From an optimization exercise on the open Yosys and OpenROAD flow, aimed at small area and few clock cycles; shortcuts taken in it are not production practice.
The RTL was checked by simulation tests, not by an equivalence proof against the original design.

==> flow/design.v <==
`timescale 1ns / 1ps
module rgbd_fifo
#(
    parameter int WIDTH = 8,
    parameter int DEPTH = 4
)
(
    input  logic             clk,
    input  logic             rst_n,
    input  logic             push,
    input  logic [WIDTH-1:0] push_data,
    input  logic             pop,
    output logic [WIDTH-1:0] pop_data,
    output logic             full,
    output logic             empty
);
    localparam int PTR_BITS = (DEPTH > 1) ? $clog2(DEPTH) : 1;
    localparam int CNT_BITS = $clog2(DEPTH + 1);
    logic [WIDTH-1:0]    mem_reg [DEPTH];
    logic [PTR_BITS-1:0] wr_ptr_reg, rd_ptr_reg;
    logic [CNT_BITS-1:0] count_reg;
    logic                do_push, do_pop;
    assign full     = (count_reg == CNT_BITS'(DEPTH));
    assign empty    = (count_reg == '0);
    assign do_push  = push && !full;
    assign do_pop   = pop && !empty;
    assign pop_data = mem_reg[rd_ptr_reg];
    always_ff @(posedge clk)
    begin
        if (do_push) mem_reg[wr_ptr_reg] <= push_data;
    end
    always_ff @(posedge clk or negedge rst_n)
    begin
        if (!rst_n)
        begin
            wr_ptr_reg <= '0;
            rd_ptr_reg <= '0;
            count_reg  <= '0;
        end
        else
        begin
            if (do_push)
                wr_ptr_reg <= (wr_ptr_reg == PTR_BITS'(DEPTH - 1)) ? '0 : wr_ptr_reg + 1'b1;
            if (do_pop)
                rd_ptr_reg <= (rd_ptr_reg == PTR_BITS'(DEPTH - 1)) ? '0 : rd_ptr_reg + 1'b1;
            if (do_push && !do_pop)
                count_reg <= count_reg + 1'b1;
            else if (do_pop && !do_push)
                count_reg <= count_reg - 1'b1;
        end
    end
endmodule
`timescale 1ns / 1ps
module rgbd_front
#(
    parameter int PHASE_BITS     = 16,
    parameter int COS_TABLE_BITS = 8
)
(
    input  logic                      clk,
    input  logic                      rst_n,
    input  logic                      cmd_valid,
    output logic                      cmd_ready,
    input  logic [1:0]                cmd_func,
    input  logic [7:0]                cmd_red,
    input  logic [7:0]                cmd_green,
    input  logic [7:0]                cmd_blue,
    input  logic                      cfg_valid,
    output logic                      cfg_ready,
    input  logic                      cfg_addr,
    input  logic [15:0]               cfg_data,
    input  logic                      q_full,
    output logic                      push,
    output logic [24:0]               push_op,
    output logic [COS_TABLE_BITS-1:0] push_idx
);
    localparam logic [1:0] FUNC_TICK  = 2'd0;
    localparam logic [1:0] FUNC_SET   = 2'd1;
    localparam logic [1:0] FUNC_BLINK = 2'd2;
    localparam logic [1:0] FUNC_PULSE = 2'd3;
    localparam logic CFG_BLINK_TIME = 1'b0;
    localparam logic CFG_PULSE_STEP = 1'b1;
    localparam logic [15:0] BLINK_TIME_RESET = 16'd200;
    localparam logic [15:0] PULSE_STEP_RESET = 16'd33;
    localparam logic OP_DIRECT = 1'b0;
    localparam logic OP_WAVE   = 1'b1;
    logic [15:0]           blink_time_val_reg;
    logic [15:0]           pulse_step_reg;
    logic                  blink_on_reg, blink_on_next;
    logic [15:0]           blink_elapsed_reg, blink_elapsed_next;
    logic                  pulse_on_reg, pulse_on_next;
    logic [PHASE_BITS-1:0] phase_reg, phase_next;
    logic [23:0]           base_reg, base_next;
    logic [15:0]           elapsed_inc;
    logic                  accept;
    logic [23:0]           cmd_colour;
    logic                  push_kind;
    logic [23:0]           push_colour;
    assign cmd_ready  = !q_full;
    assign cfg_ready  = 1'b1;
    assign accept     = cmd_valid && cmd_ready;
    assign cmd_colour = {cmd_blue, cmd_green, cmd_red};
    assign push_op    = {push_kind, push_colour};
    assign elapsed_inc = (blink_elapsed_reg == 16'hFFFF) ? blink_elapsed_reg
                                                         : blink_elapsed_reg + 16'd1;
    always_comb
    begin
        blink_on_next      = blink_on_reg;
        blink_elapsed_next = blink_elapsed_reg;
        pulse_on_next      = pulse_on_reg;
        phase_next         = phase_reg;
        base_next          = base_reg;
        push               = 1'b0;
        push_kind          = OP_DIRECT;
        push_colour        = '0;
        if (accept)
        begin
            case (cmd_func)
                FUNC_TICK:
                begin
                    if (blink_on_reg)
                    begin
                        blink_elapsed_next = elapsed_inc;
                        if (elapsed_inc >= blink_time_val_reg)
                        begin
                            blink_on_next = 1'b0;
                            push          = 1'b1;
                        end
                    end
                    else if (pulse_on_reg)
                    begin
                        phase_next  = phase_reg + PHASE_BITS'(pulse_step_reg);
                        push        = 1'b1;
                        push_kind   = OP_WAVE;
                        push_colour = base_reg;
                    end
                end
                FUNC_SET:
                begin
                    push        = 1'b1;
                    push_colour = cmd_colour;
                end
                FUNC_BLINK:
                begin
                    blink_on_next      = 1'b1;
                    blink_elapsed_next = '0;
                    pulse_on_next      = 1'b0;
                    push               = 1'b1;
                    push_colour        = cmd_colour;
                end
                default:
                begin
                    blink_on_next = 1'b0;
                    if (cmd_colour == '0)
                    begin
                        pulse_on_next = 1'b0;
                        base_next     = '0;
                        push          = 1'b1;
                    end
                    else
                    begin
                        pulse_on_next = 1'b1;
                        phase_next    = {1'b1, {(PHASE_BITS-1){1'b0}}};
                        base_next     = cmd_colour;
                    end
                end
            endcase
        end
    end
    if (PHASE_BITS >= COS_TABLE_BITS)
    begin : g_idx_down
        assign push_idx = phase_next[PHASE_BITS-1 -: COS_TABLE_BITS];
    end
    else
    begin : g_idx_up
        assign push_idx = {phase_next, {(COS_TABLE_BITS-PHASE_BITS){1'b0}}};
    end
    always_ff @(posedge clk or negedge rst_n)
    begin
        if (!rst_n)
        begin
            blink_time_val_reg <= BLINK_TIME_RESET;
            pulse_step_reg     <= PULSE_STEP_RESET;
            blink_on_reg       <= 1'b0;
            blink_elapsed_reg  <= '0;
            pulse_on_reg       <= 1'b0;
            phase_reg          <= '0;
            base_reg           <= '0;
        end
        else
        begin
            if (cfg_valid && cfg_ready)
            begin
                if (cfg_addr == CFG_BLINK_TIME) blink_time_val_reg <= cfg_data;
                if (cfg_addr == CFG_PULSE_STEP) pulse_step_reg     <= cfg_data;
            end
            blink_on_reg      <= blink_on_next;
            blink_elapsed_reg <= blink_elapsed_next;
            pulse_on_reg      <= pulse_on_next;
            phase_reg         <= phase_next;
            base_reg          <= base_next;
        end
    end
endmodule
`timescale 1ns / 1ps
module rgbd_back
#(
    parameter int COS_TABLE_BITS = 8
)
(
    input  logic                      clk,
    input  logic                      rst_n,
    input  logic                      q_empty,
    input  logic [24:0]               q_op,
    input  logic [COS_TABLE_BITS-1:0] q_idx,
    output logic                      pop,
    output logic                      led_valid,
    input  logic                      led_ready,
    output logic [7:0]                led_duty_red,
    output logic [7:0]                led_duty_green,
    output logic [7:0]                led_duty_blue
);
    localparam logic [23:0] ROUND_BIAS = 24'd16383;
    localparam logic [15:0] DIV_CONST  = 16'd32767;
    localparam logic        OP_WAVE    = 1'b1;
    function automatic logic [15:0] cos_rom(input logic [7:0] k);
        case (k)
            8'd0  : cos_rom = 16'hfffe;
            8'd1  : cos_rom = 16'hfff4;
            8'd2  : cos_rom = 16'hffd7;
            8'd3  : cos_rom = 16'hffa5;
            8'd4  : cos_rom = 16'hff60;
            8'd5  : cos_rom = 16'hff08;
            8'd6  : cos_rom = 16'hfe9b;
            8'd7  : cos_rom = 16'hfe1c;
            8'd8  : cos_rom = 16'hfd88;
            8'd9  : cos_rom = 16'hfce2;
            8'd10 : cos_rom = 16'hfc28;
            8'd11 : cos_rom = 16'hfb5b;
            8'd12 : cos_rom = 16'hfa7b;
            8'd13 : cos_rom = 16'hf988;
            8'd14 : cos_rom = 16'hf883;
            8'd15 : cos_rom = 16'hf76a;
            8'd16 : cos_rom = 16'hf640;
            8'd17 : cos_rom = 16'hf503;
            8'd18 : cos_rom = 16'hf3b4;
            8'd19 : cos_rom = 16'hf253;
            8'd20 : cos_rom = 16'hf0e1;
            8'd21 : cos_rom = 16'hef5d;
            8'd22 : cos_rom = 16'hedc8;
            8'd23 : cos_rom = 16'hec22;
            8'd24 : cos_rom = 16'hea6c;
            8'd25 : cos_rom = 16'he8a5;
            8'd26 : cos_rom = 16'he6ce;
            8'd27 : cos_rom = 16'he4e7;
            8'd28 : cos_rom = 16'he2f0;
            8'd29 : cos_rom = 16'he0ea;
            8'd30 : cos_rom = 16'hded6;
            8'd31 : cos_rom = 16'hdcb2;
            8'd32 : cos_rom = 16'hda81;
            8'd33 : cos_rom = 16'hd841;
            8'd34 : cos_rom = 16'hd5f4;
            8'd35 : cos_rom = 16'hd39a;
            8'd36 : cos_rom = 16'hd132;
            8'd37 : cos_rom = 16'hcebe;
            8'd38 : cos_rom = 16'hcc3e;
            8'd39 : cos_rom = 16'hc9b3;
            8'd40 : cos_rom = 16'hc71b;
            8'd41 : cos_rom = 16'hc479;
            8'd42 : cos_rom = 16'hc1cd;
            8'd43 : cos_rom = 16'hbf16;
            8'd44 : cos_rom = 16'hbc55;
            8'd45 : cos_rom = 16'hb98b;
            8'd46 : cos_rom = 16'hb6b9;
            8'd47 : cos_rom = 16'hb3de;
            8'd48 : cos_rom = 16'hb0fa;
            8'd49 : cos_rom = 16'hae10;
            8'd50 : cos_rom = 16'hab1e;
            8'd51 : cos_rom = 16'ha825;
            8'd52 : cos_rom = 16'ha527;
            8'd53 : cos_rom = 16'ha222;
            8'd54 : cos_rom = 16'h9f19;
            8'd55 : cos_rom = 16'h9c0a;
            8'd56 : cos_rom = 16'h98f8;
            8'd57 : cos_rom = 16'h95e1;
            8'd58 : cos_rom = 16'h92c7;
            8'd59 : cos_rom = 16'h8faa;
            8'd60 : cos_rom = 16'h8c8b;
            8'd61 : cos_rom = 16'h8969;
            8'd62 : cos_rom = 16'h8647;
            8'd63 : cos_rom = 16'h8323;
            8'd64 : cos_rom = 16'h7fff;
            8'd65 : cos_rom = 16'h7cdb;
            8'd66 : cos_rom = 16'h79b7;
            8'd67 : cos_rom = 16'h7695;
            8'd68 : cos_rom = 16'h7373;
            8'd69 : cos_rom = 16'h7054;
            8'd70 : cos_rom = 16'h6d37;
            8'd71 : cos_rom = 16'h6a1d;
            8'd72 : cos_rom = 16'h6706;
            8'd73 : cos_rom = 16'h63f4;
            8'd74 : cos_rom = 16'h60e5;
            8'd75 : cos_rom = 16'h5ddc;
            8'd76 : cos_rom = 16'h5ad7;
            8'd77 : cos_rom = 16'h57d9;
            8'd78 : cos_rom = 16'h54e0;
            8'd79 : cos_rom = 16'h51ee;
            8'd80 : cos_rom = 16'h4f04;
            8'd81 : cos_rom = 16'h4c20;
            8'd82 : cos_rom = 16'h4945;
            8'd83 : cos_rom = 16'h4673;
            8'd84 : cos_rom = 16'h43a9;
            8'd85 : cos_rom = 16'h40e8;
            8'd86 : cos_rom = 16'h3e31;
            8'd87 : cos_rom = 16'h3b85;
            8'd88 : cos_rom = 16'h38e3;
            8'd89 : cos_rom = 16'h364b;
            8'd90 : cos_rom = 16'h33c0;
            8'd91 : cos_rom = 16'h3140;
            8'd92 : cos_rom = 16'h2ecc;
            8'd93 : cos_rom = 16'h2c64;
            8'd94 : cos_rom = 16'h2a0a;
            8'd95 : cos_rom = 16'h27bd;
            8'd96 : cos_rom = 16'h257d;
            8'd97 : cos_rom = 16'h234c;
            8'd98 : cos_rom = 16'h2128;
            8'd99 : cos_rom = 16'h1f14;
            8'd100: cos_rom = 16'h1d0e;
            8'd101: cos_rom = 16'h1b17;
            8'd102: cos_rom = 16'h1930;
            8'd103: cos_rom = 16'h1759;
            8'd104: cos_rom = 16'h1592;
            8'd105: cos_rom = 16'h13dc;
            8'd106: cos_rom = 16'h1236;
            8'd107: cos_rom = 16'h10a1;
            8'd108: cos_rom = 16'h0f1d;
            8'd109: cos_rom = 16'h0dab;
            8'd110: cos_rom = 16'h0c4a;
            8'd111: cos_rom = 16'h0afb;
            8'd112: cos_rom = 16'h09be;
            8'd113: cos_rom = 16'h0894;
            8'd114: cos_rom = 16'h077b;
            8'd115: cos_rom = 16'h0676;
            8'd116: cos_rom = 16'h0583;
            8'd117: cos_rom = 16'h04a3;
            8'd118: cos_rom = 16'h03d6;
            8'd119: cos_rom = 16'h031c;
            8'd120: cos_rom = 16'h0276;
            8'd121: cos_rom = 16'h01e2;
            8'd122: cos_rom = 16'h0163;
            8'd123: cos_rom = 16'h00f6;
            8'd124: cos_rom = 16'h009e;
            8'd125: cos_rom = 16'h0059;
            8'd126: cos_rom = 16'h0027;
            8'd127: cos_rom = 16'h000a;
            8'd128: cos_rom = 16'h0000;
            8'd129: cos_rom = 16'h000a;
            8'd130: cos_rom = 16'h0027;
            8'd131: cos_rom = 16'h0059;
            8'd132: cos_rom = 16'h009e;
            8'd133: cos_rom = 16'h00f6;
            8'd134: cos_rom = 16'h0163;
            8'd135: cos_rom = 16'h01e2;
            8'd136: cos_rom = 16'h0276;
            8'd137: cos_rom = 16'h031c;
            8'd138: cos_rom = 16'h03d6;
            8'd139: cos_rom = 16'h04a3;
            8'd140: cos_rom = 16'h0583;
            8'd141: cos_rom = 16'h0676;
            8'd142: cos_rom = 16'h077b;
            8'd143: cos_rom = 16'h0894;
            8'd144: cos_rom = 16'h09be;
            8'd145: cos_rom = 16'h0afb;
            8'd146: cos_rom = 16'h0c4a;
            8'd147: cos_rom = 16'h0dab;
            8'd148: cos_rom = 16'h0f1d;
            8'd149: cos_rom = 16'h10a1;
            8'd150: cos_rom = 16'h1236;
            8'd151: cos_rom = 16'h13dc;
            8'd152: cos_rom = 16'h1592;
            8'd153: cos_rom = 16'h1759;
            8'd154: cos_rom = 16'h1930;
            8'd155: cos_rom = 16'h1b17;
            8'd156: cos_rom = 16'h1d0e;
            8'd157: cos_rom = 16'h1f14;
            8'd158: cos_rom = 16'h2128;
            8'd159: cos_rom = 16'h234c;
            8'd160: cos_rom = 16'h257d;
            8'd161: cos_rom = 16'h27bd;
            8'd162: cos_rom = 16'h2a0a;
            8'd163: cos_rom = 16'h2c64;
            8'd164: cos_rom = 16'h2ecc;
            8'd165: cos_rom = 16'h3140;
            8'd166: cos_rom = 16'h33c0;
            8'd167: cos_rom = 16'h364b;
            8'd168: cos_rom = 16'h38e3;
            8'd169: cos_rom = 16'h3b85;
            8'd170: cos_rom = 16'h3e31;
            8'd171: cos_rom = 16'h40e8;
            8'd172: cos_rom = 16'h43a9;
            8'd173: cos_rom = 16'h4673;
            8'd174: cos_rom = 16'h4945;
            8'd175: cos_rom = 16'h4c20;
            8'd176: cos_rom = 16'h4f04;
            8'd177: cos_rom = 16'h51ee;
            8'd178: cos_rom = 16'h54e0;
            8'd179: cos_rom = 16'h57d9;
            8'd180: cos_rom = 16'h5ad7;
            8'd181: cos_rom = 16'h5ddc;
            8'd182: cos_rom = 16'h60e5;
            8'd183: cos_rom = 16'h63f4;
            8'd184: cos_rom = 16'h6706;
            8'd185: cos_rom = 16'h6a1d;
            8'd186: cos_rom = 16'h6d37;
            8'd187: cos_rom = 16'h7054;
            8'd188: cos_rom = 16'h7373;
            8'd189: cos_rom = 16'h7695;
            8'd190: cos_rom = 16'h79b7;
            8'd191: cos_rom = 16'h7cdb;
            8'd192: cos_rom = 16'h7fff;
            8'd193: cos_rom = 16'h8323;
            8'd194: cos_rom = 16'h8647;
            8'd195: cos_rom = 16'h8969;
            8'd196: cos_rom = 16'h8c8b;
            8'd197: cos_rom = 16'h8faa;
            8'd198: cos_rom = 16'h92c7;
            8'd199: cos_rom = 16'h95e1;
            8'd200: cos_rom = 16'h98f8;
            8'd201: cos_rom = 16'h9c0a;
            8'd202: cos_rom = 16'h9f19;
            8'd203: cos_rom = 16'ha222;
            8'd204: cos_rom = 16'ha527;
            8'd205: cos_rom = 16'ha825;
            8'd206: cos_rom = 16'hab1e;
            8'd207: cos_rom = 16'hae10;
            8'd208: cos_rom = 16'hb0fa;
            8'd209: cos_rom = 16'hb3de;
            8'd210: cos_rom = 16'hb6b9;
            8'd211: cos_rom = 16'hb98b;
            8'd212: cos_rom = 16'hbc55;
            8'd213: cos_rom = 16'hbf16;
            8'd214: cos_rom = 16'hc1cd;
            8'd215: cos_rom = 16'hc479;
            8'd216: cos_rom = 16'hc71b;
            8'd217: cos_rom = 16'hc9b3;
            8'd218: cos_rom = 16'hcc3e;
            8'd219: cos_rom = 16'hcebe;
            8'd220: cos_rom = 16'hd132;
            8'd221: cos_rom = 16'hd39a;
            8'd222: cos_rom = 16'hd5f4;
            8'd223: cos_rom = 16'hd841;
            8'd224: cos_rom = 16'hda81;
            8'd225: cos_rom = 16'hdcb2;
            8'd226: cos_rom = 16'hded6;
            8'd227: cos_rom = 16'he0ea;
            8'd228: cos_rom = 16'he2f0;
            8'd229: cos_rom = 16'he4e7;
            8'd230: cos_rom = 16'he6ce;
            8'd231: cos_rom = 16'he8a5;
            8'd232: cos_rom = 16'hea6c;
            8'd233: cos_rom = 16'hec22;
            8'd234: cos_rom = 16'hedc8;
            8'd235: cos_rom = 16'hef5d;
            8'd236: cos_rom = 16'hf0e1;
            8'd237: cos_rom = 16'hf253;
            8'd238: cos_rom = 16'hf3b4;
            8'd239: cos_rom = 16'hf503;
            8'd240: cos_rom = 16'hf640;
            8'd241: cos_rom = 16'hf76a;
            8'd242: cos_rom = 16'hf883;
            8'd243: cos_rom = 16'hf988;
            8'd244: cos_rom = 16'hfa7b;
            8'd245: cos_rom = 16'hfb5b;
            8'd246: cos_rom = 16'hfc28;
            8'd247: cos_rom = 16'hfce2;
            8'd248: cos_rom = 16'hfd88;
            8'd249: cos_rom = 16'hfe1c;
            8'd250: cos_rom = 16'hfe9b;
            8'd251: cos_rom = 16'hff08;
            8'd252: cos_rom = 16'hff60;
            8'd253: cos_rom = 16'hffa5;
            8'd254: cos_rom = 16'hffd7;
            8'd255: cos_rom = 16'hfff4;
            default: cos_rom = 16'h0000;
        endcase
    endfunction
    logic                 en;
    logic                 s1_v_reg, s2_v_reg, out_v_reg;
    logic [24:0]          s1_op_reg;
    logic [15:0]          s1_cos_reg;
    logic                 s2_kind_reg;
    logic [2:0][7:0]      s2_colour_reg;
    logic [2:0][22:0]     s2_prod_reg;
    logic [2:0][7:0]      intensity;
    logic [2:0][7:0]      duty_reg;
    assign en  = !out_v_reg || led_ready;
    assign pop = en && !q_empty;
    always_comb
    begin
        logic [23:0] n;
        logic [8:0]  q0;
        logic [15:0] rem;
        logic [8:0]  q;
        for (int ch = 0; ch < 3; ch++)
        begin
            n   = {1'b0, s2_prod_reg[ch]} + ROUND_BIAS;
            q0  = n[23:15];
            rem = {1'b0, n[14:0]} + {7'b0, q0};
            q   = q0 + {8'b0, (rem >= DIV_CONST)};
            intensity[ch] = (s2_kind_reg == OP_WAVE) ? q[7:0] : s2_colour_reg[ch];
        end
    end
    always_ff @(posedge clk or negedge rst_n)
    begin
        if (!rst_n)
        begin
            s1_v_reg  <= 1'b0;
            s2_v_reg  <= 1'b0;
            out_v_reg <= 1'b0;
        end
        else if (en)
        begin
            s1_v_reg  <= !q_empty;
            s2_v_reg  <= s1_v_reg;
            out_v_reg <= s2_v_reg;
        end
    end
    always_ff @(posedge clk)
    begin
        if (en)
        begin
            s1_op_reg     <= q_op;
            s1_cos_reg    <= cos_rom(8'(q_idx));
            s2_kind_reg   <= s1_op_reg[24];
            s2_colour_reg <= s1_op_reg[23:0];
            for (int ch = 0; ch < 3; ch++)
            begin
                s2_prod_reg[ch] <= s1_op_reg[ch*8+1 +: 7] * s1_cos_reg;
                duty_reg[ch]    <= ~intensity[ch];
            end
        end
    end
    assign led_valid      = out_v_reg;
    assign led_duty_red   = duty_reg[0];
    assign led_duty_green = duty_reg[1];
    assign led_duty_blue  = duty_reg[2];
endmodule
`timescale 1ns / 1ps
module rgb_led_blink_breathe_driver
#(
    parameter int PHASE_BITS     = 16,
    parameter int COS_TABLE_BITS = 8,
    parameter int QUEUE_DEPTH    = 4
)
(
    input  logic       clk,
    input  logic       rst_n,
    input  logic       cmd_valid,
    output logic       cmd_ready,
    input  logic [1:0] cmd_func,
    input  logic [7:0] cmd_red,
    input  logic [7:0] cmd_green,
    input  logic [7:0] cmd_blue,
    input  logic        cfg_valid,
    output logic        cfg_ready,
    input  logic        cfg_addr,
    input  logic [15:0] cfg_data,
    output logic       led_valid,
    input  logic       led_ready,
    output logic [7:0] led_duty_red,
    output logic [7:0] led_duty_green,
    output logic [7:0] led_duty_blue
);
    localparam int OP_BITS = 25;
    localparam int Q_WIDTH = OP_BITS + COS_TABLE_BITS;
    logic                      push;
    logic [OP_BITS-1:0]        push_op;
    logic [COS_TABLE_BITS-1:0] push_idx;
    logic                      q_full, q_empty, pop;
    logic [Q_WIDTH-1:0]        q_data;
    logic [OP_BITS-1:0]        q_op;
    logic [COS_TABLE_BITS-1:0] q_idx;
    rgbd_front #(
        .PHASE_BITS     (PHASE_BITS),
        .COS_TABLE_BITS (COS_TABLE_BITS)
    ) u_front (
        .clk       (clk),
        .rst_n     (rst_n),
        .cmd_valid (cmd_valid),
        .cmd_ready (cmd_ready),
        .cmd_func  (cmd_func),
        .cmd_red   (cmd_red),
        .cmd_green (cmd_green),
        .cmd_blue  (cmd_blue),
        .cfg_valid (cfg_valid),
        .cfg_ready (cfg_ready),
        .cfg_addr  (cfg_addr),
        .cfg_data  (cfg_data),
        .q_full    (q_full),
        .push      (push),
        .push_op   (push_op),
        .push_idx  (push_idx)
    );
    rgbd_fifo #(
        .WIDTH (Q_WIDTH),
        .DEPTH (QUEUE_DEPTH)
    ) u_fifo (
        .clk       (clk),
        .rst_n     (rst_n),
        .push      (push),
        .push_data ({push_op, push_idx}),
        .pop       (pop),
        .pop_data  (q_data),
        .full      (q_full),
        .empty     (q_empty)
    );
    assign q_op  = q_data[Q_WIDTH-1 -: OP_BITS];
    assign q_idx = q_data[COS_TABLE_BITS-1:0];
    rgbd_back #(
        .COS_TABLE_BITS (COS_TABLE_BITS)
    ) u_back (
        .clk            (clk),
        .rst_n          (rst_n),
        .q_empty        (q_empty),
        .q_op           (q_op),
        .q_idx          (q_idx),
        .pop            (pop),
        .led_valid      (led_valid),
        .led_ready      (led_ready),
        .led_duty_red   (led_duty_red),
        .led_duty_green (led_duty_green),
        .led_duty_blue  (led_duty_blue)
    );
endmodule
==> flow/run.sh <==
#!/bin/bash
# synth_recipe.tcl (not shown) runs the flow's synth.tcl, then flattens the netlist and writes it again
# the make line also repeats each setting of config.mk as NAME=value (left out here)
make -C /OpenROAD-flow-scripts/flow DESIGN_CONFIG=/design/flow/config.mk WORK_HOME=/design/flow/orfs CLKGATE_MAP_FILE= SYNTH_SCRIPT=/design/flow/synth_recipe.tcl finish
==> flow/config.mk <==
export PLATFORM = sky130hd
export DESIGN_NAME = rgb_led_blink_breathe_driver
export DESIGN_NICKNAME = rgb_led_blink_breathe_driver
export VERILOG_FILES = /design/flow/design.v
export SDC_FILE = /design/flow/constraint.sdc
export NUM_CORES = 4
export LEC_CHECK = 0
export CAP_MARGIN = 20
export CORE_MARGIN = 2
export CORE_UTILIZATION = 40
export SLEW_MARGIN = 20
==> flow/constraint.sdc <==
create_clock -name core_clock -period 6.0 [get_ports {clk}]
set_input_delay 1.2000 -clock core_clock [delete_from_list [all_inputs] [get_ports {clk}]]
set_output_delay 1.2000 -clock core_clock [all_outputs]
set_load 0.01 [all_outputs]
==> out/results.ini <==
[setup_path]
worstSetupStartpointType = flop
critPathRequiredTime_ns = 6.33
path_max_fanout = 12
r2r-start = u_back.s1_cos_reg[1]
crit_type = reg -> reg
critPathTopFamily = adder cells
ff2ff_path_depth = 16
startpoint = u_back.s1_cos_reg[1]
crit_slowest_cell = edfxtp_1
slowest_delay_ns = 0.62
cp-end-kind = flop
r2r_end = u_back.s2_prod_reg[68]
cp_cell_sequence = nand2_1 > fa_1 > fa_1 > fa_1 > inv_1 > fa_1 > ha_1 > or3_1 > a21oi_1 > o2bb2ai_1 > o21ai_0 > o211a_1 > a2111oi_0 > buf_4 > a21oi_1 > xnor2_1
timing.critical_path.buf_inv = 2
cpMostUsedCell = fa_1
regToRegSetupSlack_ns = 0.52
arrival_ns = 5.81

[finish]
fin_util_pct = 44.6
synthToLayoutAreaGrowth_pct = 10.7
drive_gt1_share_pct = 8.19
fillers = 7901
final_cell_count_no_fill = 4528
largest_reg_flops = 132
num-nets-final = 3902

[synthesis]
muxShareOfSynthArea_pct = 5.16
async_reset_ff_share_pct = 25.6
synth.area.top_cells = edfxtp_1 (26%), fa_1 (13%), ha_1 (8.3%)
syn_area_um2 = 33000
synth.avg_cell_area_um2 = 9.68
synth-adder-area-share_pct = 21.2
synth_common_cells = nand2_1 (484), edfxtp_1 (291), inv_1 (259)
ys.flop_type = edfxtp_1
yosysUniqueCellTypes = 84
synth_top_family_by_area = adder cells
ys_ff_latch = 391
yosys.area_share.xor_xnor_pct = 4.59
synth_edf_count = 291
ys_seq_area_share_pct = 34.1
synth_area_leader_cell = edfxtp_1
synth_simple_gate_area_share_pct = 15.8
synth_nets = 3889
synth_compound_area_share_pct = 14.0
synth.most_common_cell = nand2_1
synth_cells = 3409
yosysWarnings = 3
synth_top_area_share_pct = 26.5

[timing]
slew_viol_final = 0
final.setup.tns_ns = 0
setup_violations = 0
clock.fmax_ghz = 0.183
clock_skew_ns = 0.0238
slew_headroom_pct = 22.4
rsz0062_at_grt = false
final_hold_viol_count = 0
timing.final.crit_share_pct = 91.3
worst_pin_slew_ns = 1.16
fin_crit_ns = 5.48

[min_path]
worstHoldStart = u_back.s1_op_reg[0]
min_path_type = reg -> reg
min_path_cells = 0
hold_end = u_back.s2_colour_reg[0]

[clock_network]
cts_buffers = 43
cts.sinks = 391
clkSlewWorstSetupHoldPaths_ns = 0.06
cts_tree = yes
htreeDepth = 2
clockBufferDepth = 3
cts_hold_buf = 0
cts_root_buffer = clkbuf_16
clock_latency_ns = 0.59

[global_route]
grt_pass1_vias = 25972
globalRouteOverflowTotal = 0
antenna_found_initial = 1
grt_max_degree = 85
grt_first_pass_wirelength_um = 143000
grt.total_usage_pct = 21.0

[floorplanning]
io_pins = 75
rows = 105
die_h_um = 291
start_util_pct = 40.3
die_w_um = 291
die_area_um2 = 84800
core_area_um2 = 81800

[route]
routed_wirelength_um = 89300
avgViaCountPerCell = 5.71
vias = 25869
dr.pass1.iters = 7
drt_iter0_markers = 2538
antenna_left = 0
drc_errors = 0
wl_per_cell_um = 19.7

[status]
status = finished clean

[placement]
post-dp-hpwl_um = 65700
gp_congestion = 0.989
dp_cells = 4445
portBuffers = 73

[flow_run]
maxCapViolCount = 0

layout by cell type (no fill, tap or decap), types with 17 or more instances in the layout:
cell type        netlist  final
fa_1                 212    212
mux4_2                29     29
o211ai_1              33     33
a21oi_1              178    178
ha_1                 220    218
o21ai_0              178    177
a31oi_1               28     28
clkdlybuf4s50_1        0     72
nand4_1               24     24
a22oi_1               35     35
a211oi_1              34     34
edfxtp_1             291    291
nor2b_1               26     26
nand3_1               69     69
and2_1               105    105
a22o_1                17     17
mux2i_1               42     40
buf_4                  1     81
nand2b_1              31     31
inv_1                259    257
and3_1                27     27
nand2_1              484    484
xor2_1                58     58
dfrtp_1               95     93
or3_1                 21     21
a21o_1                34     34
xnor2_1              109    109
mux2_2                56     56
nor3_1                61     60
clkbuf_16              0     43
nor2_1               216    212
kinds of logic after synthesis:
family,after synthesis
other,1
XOR/XNOR,169
multiplexers,127
AND/OR/NAND/NOR,1126
adder cells (fa/ha/maj),432
buffers and inverters,449
AO/OA/AOI/OAI,714
flip-flops,391
per-stage QoR:
step | hold WS, ns | setup slack [ns] | area, µm²
2_1_floorplan | 0.400 | 0.748 | 33000
3_3_place_gp | 0.403 | 0.498 | 35100
3_5_place_dp | 0.408 | 0.406 | 35100
4_1_cts | 0.423 | 0.374 | 36500
5_1_grt | 0.426 | 0.0130 | 36500
6_report | 0.420 | 0.523 | 36500
how the worst max path moves through the flow:
stage | cells past startpoint | endpoint | slack [ns]
final | 16 | u_back.s2_prod_reg[68] | 0.52
after global routing | 24 | u_back.duty_reg[22] | 0.01
after floorplan | 19 | u_back.s2_prod_reg[68] | 0.75
after global placement | 24 | u_back.duty_reg[21] | 0.50
after detailed placement | 24 | u_back.duty_reg[21] | 0.41
after CTS | 24 | u_back.duty_reg[21] | 0.37
layer usage:
layer	vias up	GRT usage, %	wire length [µm]
li1	12044	-	-
met4	0	8.42	3550
met5	-	0	0
met3	246	3.38	6270
met1	12554	28.4	38700
met2	1025	33.7	40800
repair_timing:
item,CTS,global route
setup endpoints to repair,0,10
resized for setup,0,8
setup buffers,0,2
cell type report:
class	count	area (µm²)	area share [%]
Antenna cell	2	5.00	0.0137
Tap cell	1070	1340	3.66
Timing Repair Buffer	158	1430	3.91
Inverter	259	977	2.67
Clock buffer	48	1090	3.00
Clock inverter	31	299	0.818
Sequential cell	391	11200	30.8
Multi-Input combinational cell	2569	20100	55.1
Testbench counts, summed over its fixed seeds: cycles 20,232.

-- what the ideal ports hide --
How much do the figures lean on ideal ports? The routed layout below was timed once more, with nothing changed but the port constraints. Step 1 (the two cells are an assumption about what drives the block):
set clk [get_ports {clk}]
set_driving_cell -lib_cell sky130_fd_sc_hd__clkbuf_16 $clk
set_driving_cell -lib_cell sky130_fd_sc_hd__buf_2 [delete_from_list [all_inputs] $clk]
Step 2 adds t to the input delays and takes it off the output delays; t is the mean of the earliest and latest rising clock arrival at the registers after step 1. Input paths then give back, and output paths get back, about the clock's delay inside the block. Slacks: ideal ports / drivers / drivers and shift; pairs: ideal ports / drivers.
t, ns: 0.640
slack for setup (ns): 0.523 / 0.523 / 0.523
worst register clock-pin slew, ns: 0.07 / 0.07
After both steps setup and hold are still met in this run. The setup slack of this run moves by 0.000 ns with the drivers and by 0.000 ns with both steps.
